Source: an optimization exercise on an open RTL-to-GDS flow (aim: small area and a short achievable clock period). Production flows keep margins and buffers that such runs may drop.
RTL that was checked went through simulation tests only; none was proved equivalent to the original.
Power and IR drop assume default switching activity.

## raven
==> flow/design.v <==
`timescale 1ns/100ps
module spiSdCard (
   input  logic sclk,
   input  logic rstn,
   input  logic ncs,
   input  logic mosi,
   output logic miso
);
   localparam int N = 256;
   localparam logic [3:0] sHunt    = 4'd0,
                          sDir     = 4'd1,
                          sFrame   = 4'd2,
                          sStart   = 4'd3,     
                          sResp    = 4'd4,     
                          sData    = 4'd5,
                          sCrc     = 4'd6,
                          sTokHunt = 4'd7,
                          sWrData  = 4'd8,
                          sWrCrc   = 4'd9,
                          sStartW  = 4'd10,    
                          sDrBusy  = 4'd11;    
   logic [3:0]             state;
   logic [10:0]            cnt;         
   logic [5:0]             idx;
   logic [7:0]             adr;         
   logic                   a8;          
   logic                   fA;          
   logic                   fB;          
   logic                   appCmd;
   logic                   wasApp;      
   logic                   initDone;
   logic [7:0]             lenm1;       
   logic                   misoReg;
   logic [6:0]             shReg;
   logic                   act;
   logic [2:0]             bitc;
   logic [7:0]             byteIx;
   logic [2:0]             sIx;
   assign act    = !ncs;
   assign bitc   = cnt[2:0];
   assign byteIx = cnt[10:3];
   assign sIx    = cnt[5:3];
   assign miso   = misoReg | ncs;
   logic       hi;           
   logic       badLen;
   logic       outOfRange;
   logic       vhsOk;
   logic [8:0] endSum;
   logic [7:0] argLo;
   assign argLo      = adr;
   assign hi         = fA | fB;
   assign endSum     = {1'b0, argLo} + {1'b0, lenm1};
   assign vhsOk      = !fB && a8;
   always_ff @(posedge sclk) begin
      badLen     <= hi | (a8 == (argLo != '0));
      outOfRange <= hi | a8 | endSum[8];
   end
   logic [7:0] r1Live;
   logic       ill, pe, ae;
   logic       kR7, kR3, kRd, wrOk;
   always_comb begin
      ill = 1'b0;
      pe  = 1'b0;
      ae  = 1'b0;
      if (wasApp)
         ill = (idx != 6'd41);
      else
         case (idx)
            6'd0, 6'd8, 6'd55, 6'd58: ;
            6'd16, 6'd17, 6'd24: begin
               if (!initDone)            ill = 1'b1;
               else if (idx == 6'd16)    pe  = badLen;
               else                      ae  = outOfRange;
            end
            default: ill = 1'b1;
         endcase
   end
   logic       rLong;        
   logic       lastQ;        
   always_ff @(posedge sclk) begin
      r1Live <= {1'b0, pe, ae, 2'b00, ill, 1'b0, !initDone};
      kR7    <= !wasApp && idx == 6'd8;
      kR3    <= !wasApp && idx == 6'd58;
      rLong  <= !wasApp && (idx == 6'd8 || idx == 6'd58);
      kRd    <= !wasApp && idx == 6'd17 && initDone && !outOfRange;
      wrOk   <= !wasApp && idx == 6'd24 && initDone && !outOfRange;
      lastQ  <= byteIx == lenm1;
   end
   logic [3:0]     ph;
   logic           h;           
   logic [2:0]     k;           
   logic           hn;          
   logic [2:0]     kn;
   logic           h1;          
   logic [2:0]     k1;
   logic [16*N/2-1:0] ring;
   logic [7:0]     g  [0:3];
   logic [7:0]     gd [0:3];
   logic [5:0]     adrInc;      
   logic [3:0]     wOn;         
   logic [5:0]     rs  [0:1];   
   logic [1:0]     tq;
   logic [1:0]     wq;          
   logic [1:0]     wS;          
   logic           wrLoad;
   logic           rdNext;
   logic [7:0]     wrByte;
   assign h  = ~ph[3];
   assign k  = ~ph[2:0];
   assign {hn, kn} = ~(ph + 4'd1);
   assign {h1, k1} = ~(ph - 4'd1);
   always_ff @(posedge sclk)
      ph <= ph + 4'd1;
   for (genvar c = 0; c < 2; c++) begin : gCls
      always_ff @(posedge sclk) begin
         rs[c] <= (2'({c[0], hn}) < adr[1:0]) ? adrInc : adr[7:2];
         wS[c] <= hn ? wOn[2*c+1] : wOn[2*c];
      end
      logic [3:0]  hiS;
      logic [15:0] loS;
      always_comb
         for (int i = 0; i < 16; i++) begin
            loS[i] = rs[c][3:0] == 4'(i);
            if (i < 4)
               hiS[i] = wS[c] && rs[c][5:4] == 2'(i);
         end
      for (genvar qq = 0; qq < N/4; qq++) begin : gRow
         localparam int Q = 2*qq + c;
         logic s;
         assign s = hiS[qq/16] & loS[qq%16];
         always_ff @(posedge sclk)
            ring[16*Q +: 16] <= {ring[16*Q +: 15], (s & wq[c]) | (!s & ring[16*Q + 15])};
      end
      always_ff @(posedge sclk) begin
         tq[c] <= ring[16*(2*rs[c] + c) + 15];
         wq[c] <= hn ? g[2*c+1][kn] : g[2*c][kn];
      end
   end
   assign wrByte = {shReg, mosi};
   assign wrLoad = rstn && act && state == sWrData && bitc == 3'd7;
   assign rdNext = rstn && act && state == sData && bitc == 3'd0;
   assign adrInc = adr[7:2] + 6'd1;
   for (genvar j = 0; j < 4; j++) begin : gBuf
      always_comb begin
         gd[j] = g[j];
         if (!wOn[j] && h1 == j[0])
            gd[j][k1] = tq[j/2];
         if (wrLoad && adr[1:0] == 2'(j))
            gd[j] = wrByte;
      end
      always_ff @(posedge sclk) begin
         g[j]    <= gd[j];
         if (wrLoad && adr[1:0] == 2'(j))
            wOn[j] <= 1'b1;
         else if (act && state == sDir)
            wOn[j] <= 1'b0;
      end
   end
   logic [7:0] curByte;
   always_comb begin
      curByte = 8'hFF;
      case (state)
         sResp:
            case (sIx)
               3'd1: curByte = r1Live;
               3'd2: curByte = kR3 ? 8'h80 : kR7 ? 8'h00 : 8'hFF;
               3'd3: curByte = kR3 ? 8'hFF : kR7 ? 8'h00 : 8'hFE;
               3'd4: curByte = kR3 ? 8'h80 : kR7 ? {7'b0, vhsOk} : 8'hFF;
               3'd5: curByte = kR3 ? 8'h00 : kR7 ? argLo : 8'hFF;
               default: ;
            endcase
         sData:   curByte = g[adr[1:0]];
         sCrc:    if (sIx[1] == 1'b0) curByte = 8'hAA;
         sDrBusy: if (sIx == 3'd0) curByte = 8'h05;
                  else if (sIx != 3'd5) curByte = 8'h00;
         default: ;
      endcase
   end
   logic decode;
   logic txOn;
   assign txOn   = state == sResp || state == sData || state == sCrc || state == sDrBusy;
   assign decode = act && state == sFrame && cnt[5:0] == 6'd46;
   always_ff @(posedge sclk) begin
      misoReg <= !rstn || !txOn || ((bitc == 3'd0) ? curByte[7] : shReg[6]);
      if (act)
         shReg <= (bitc == 3'd0 && state != sWrData) ? curByte[6:0] : {shReg[5:0], mosi};
   end
   always_ff @(posedge sclk) begin
      if (act)
         cnt <= cnt + 11'd1;
      if (act && state == sFrame) begin
         if (cnt < 11'd6)
            idx <= {idx[4:0], mosi};
         if (cnt < 11'd38)
            {a8, adr} <= {adr, mosi};
         if (cnt >= 11'd6 && cnt < 11'd26)
            fA <= fA | mosi;
         if (cnt >= 11'd26 && cnt < 11'd29)
            fB <= fB | mosi;
      end
      if (rdNext || wrLoad)
         adr <= adr + 8'd1;
      if (state == sResp && act && !kRd && bitc == 3'd0 && sIx == 3'd2 && wrOk)
         adr[7:2] <= adr[7:2] - 6'd1;
      if (!rstn) begin
         state    <= sHunt;
         appCmd   <= 1'b0;
         initDone <= 1'b0;
         lenm1    <= 8'd255;
      end else begin
         case (state)
            sHunt:   if (act && !mosi) state <= sDir;
            sDir:    if (act && mosi) begin
                        state <= sFrame;
                        cnt   <= '0;
                        fA    <= 1'b0;
                        fB    <= 1'b0;
                     end
            sFrame:  if (decode) begin
                        state  <= sStart;
                        appCmd <= !appCmd && idx == 6'd55;
                        wasApp <= appCmd;
                        if (appCmd && idx == 6'd41)
                           initDone <= 1'b1;
                        if (!appCmd && idx == 6'd0)
                           initDone <= 1'b0;
                        if (!appCmd && idx == 6'd16 && initDone && !badLen)
                           lenm1 <= argLo - 8'd1;
                     end
            sStart:  begin
                        state <= sResp;
                        cnt   <= '0;
                     end
            sResp:   if (act) begin
                        if (kRd) begin
                           if (sIx == 3'd3 && bitc == 3'd7) begin
                              state <= sData;
                              cnt   <= '0;
                           end
                        end else if (bitc == 3'd0 && sIx == (rLong ? 3'd6 : 3'd2))
                           state <= wrOk ? sTokHunt : sHunt;
                     end
            sData:   if (act && bitc == 3'd7 && lastQ) begin
                        state <= sCrc;
                        cnt   <= '0;
                     end
            sCrc:    if (act && bitc == 3'd0 && sIx == 3'd2)
                        state <= sHunt;
            sTokHunt: if (act && !mosi) begin
                        state <= sWrData;
                        cnt   <= '0;
                     end
            sWrData: if (act && bitc == 3'd7 && lastQ) begin
                        state <= sWrCrc;
                        cnt   <= '0;
                     end
            sWrCrc:  if (act && cnt[3:0] == 4'd15)
                        state <= sStartW;
            sStartW: begin
                        state <= sDrBusy;
                        cnt   <= '0;
                     end
            sDrBusy: if (act && bitc == 3'd0 && sIx == 3'd5)
                        state <= sHunt;
            default: state <= sHunt;
         endcase
      end
   end
endmodule
export LEC_CHECK = 0
export CAP_MARGIN = 20
export CORE_MARGIN = 2
export CORE_UTILIZATION = 65
export CTS_BUF_LIST = sky130_fd_sc_hd__clkbuf_4 sky130_fd_sc_hd__clkbuf_8
export CTS_CLUSTER_DIAMETER = 60
export CTS_CLUSTER_SIZE = 16
export SETUP_SLACK_MARGIN = 1.8
export SLEW_MARGIN = 20
create_clock -name core_clock -period 4.0 [get_ports {sclk}]
run.sh (not shown) runs the stock make flow with config.mk's settings and CLKGATE_MAP_FILE= SYNTH_SCRIPT=/design/flow/synth_recipe.tcl, a recipe that flattens the netlist after the stock synthesis.
raven reached the final stage; the timing, DRC and antenna checks on its layout passed.
Relative to raven, the following input files were edited for garnet:
--- a/flow/design.v
+++ b/flow/design.v
@@ -30,7 +30,7 @@
    logic                   wasApp;      
    logic                   initDone;
    logic [7:0]             lenm1;       
-   logic                   misoReg;
+   logic                   misoN;       
    logic [6:0]             shReg;
    logic                   act;
    logic [2:0]             bitc;
@@ -40,7 +40,7 @@
    assign bitc   = cnt[2:0];
    assign byteIx = cnt[10:3];
    assign sIx    = cnt[5:3];
-   assign miso   = misoReg | ncs;
+   assign miso   = !misoN | ncs;
    logic       hi;           
    logic       badLen;
    logic       outOfRange;
@@ -181,7 +181,7 @@
    assign txOn   = state == sResp || state == sData || state == sCrc || state == sDrBusy;
    assign decode = act && state == sFrame && cnt[5:0] == 6'd46;
    always_ff @(posedge sclk) begin
-      misoReg <= !rstn || !txOn || ((bitc == 3'd0) ? curByte[7] : shReg[6]);
+      misoN <= rstn && txOn && !((bitc == 3'd0) ? curByte[7] : shReg[6]);
       if (act)
          shReg <= (bitc == 3'd0 && state != sWrData) ? curByte[6:0] : {shReg[5:0], mosi};
    end
### Flow results
Between garnet and raven, the difference in sequential share of layout area is negligible. Delta (garnet minus raven): post-detailed-routing wire length rose by 2.0%; number of non-clock buffers rose by about 20%; static power due to leakage stayed essentially flat. garnet vs. raven: area taken by multi-input logic gates did not really move, power went down, total buffers and inverters traversed by the critical path went down, combinational share of power went up. garnet ends up with a global-route usage that is 0.49 points higher than in raven. The lower number of cells on the critical path of garnet and raven is in raven. ~same core utilization of the finished layout in garnet and raven. Going from raven to garnet, clock skew went up 0.0047 ns, fmax went up about 7%.
No functional check of the RTL was part of raven.

[separate check: timing with driven ports]
The results above use ideal ports. As a check the final layouts listed here were re-extracted and re-timed, cells and wires unchanged. Step 1 assumes that a clkbuf_16 drives the clock port and a buf_2 every other input. Step 2, shift: input delay + t, output delay - t, t = (earliest + latest rising clock arrival at the registers) / 2. This alone moves slack from input paths to output paths. a / b / c = ideal / step 1 / step 2; a / b = the first two.
| run | t (ns) | setup WS [ns] | pins driven straight from the clock port |
|---|---|---|---|
| raven | 0.861 | 1.687 / 1.647 / 0.928 | 1 |
| garnet | 0.879 | 1.838 / 1.778 / 1.186 | 1 |
After both steps setup and hold are still met in every run listed. The setup slack of raven, which loses most, moves by -0.040 ns with the drivers and by -0.759 ns with both steps.
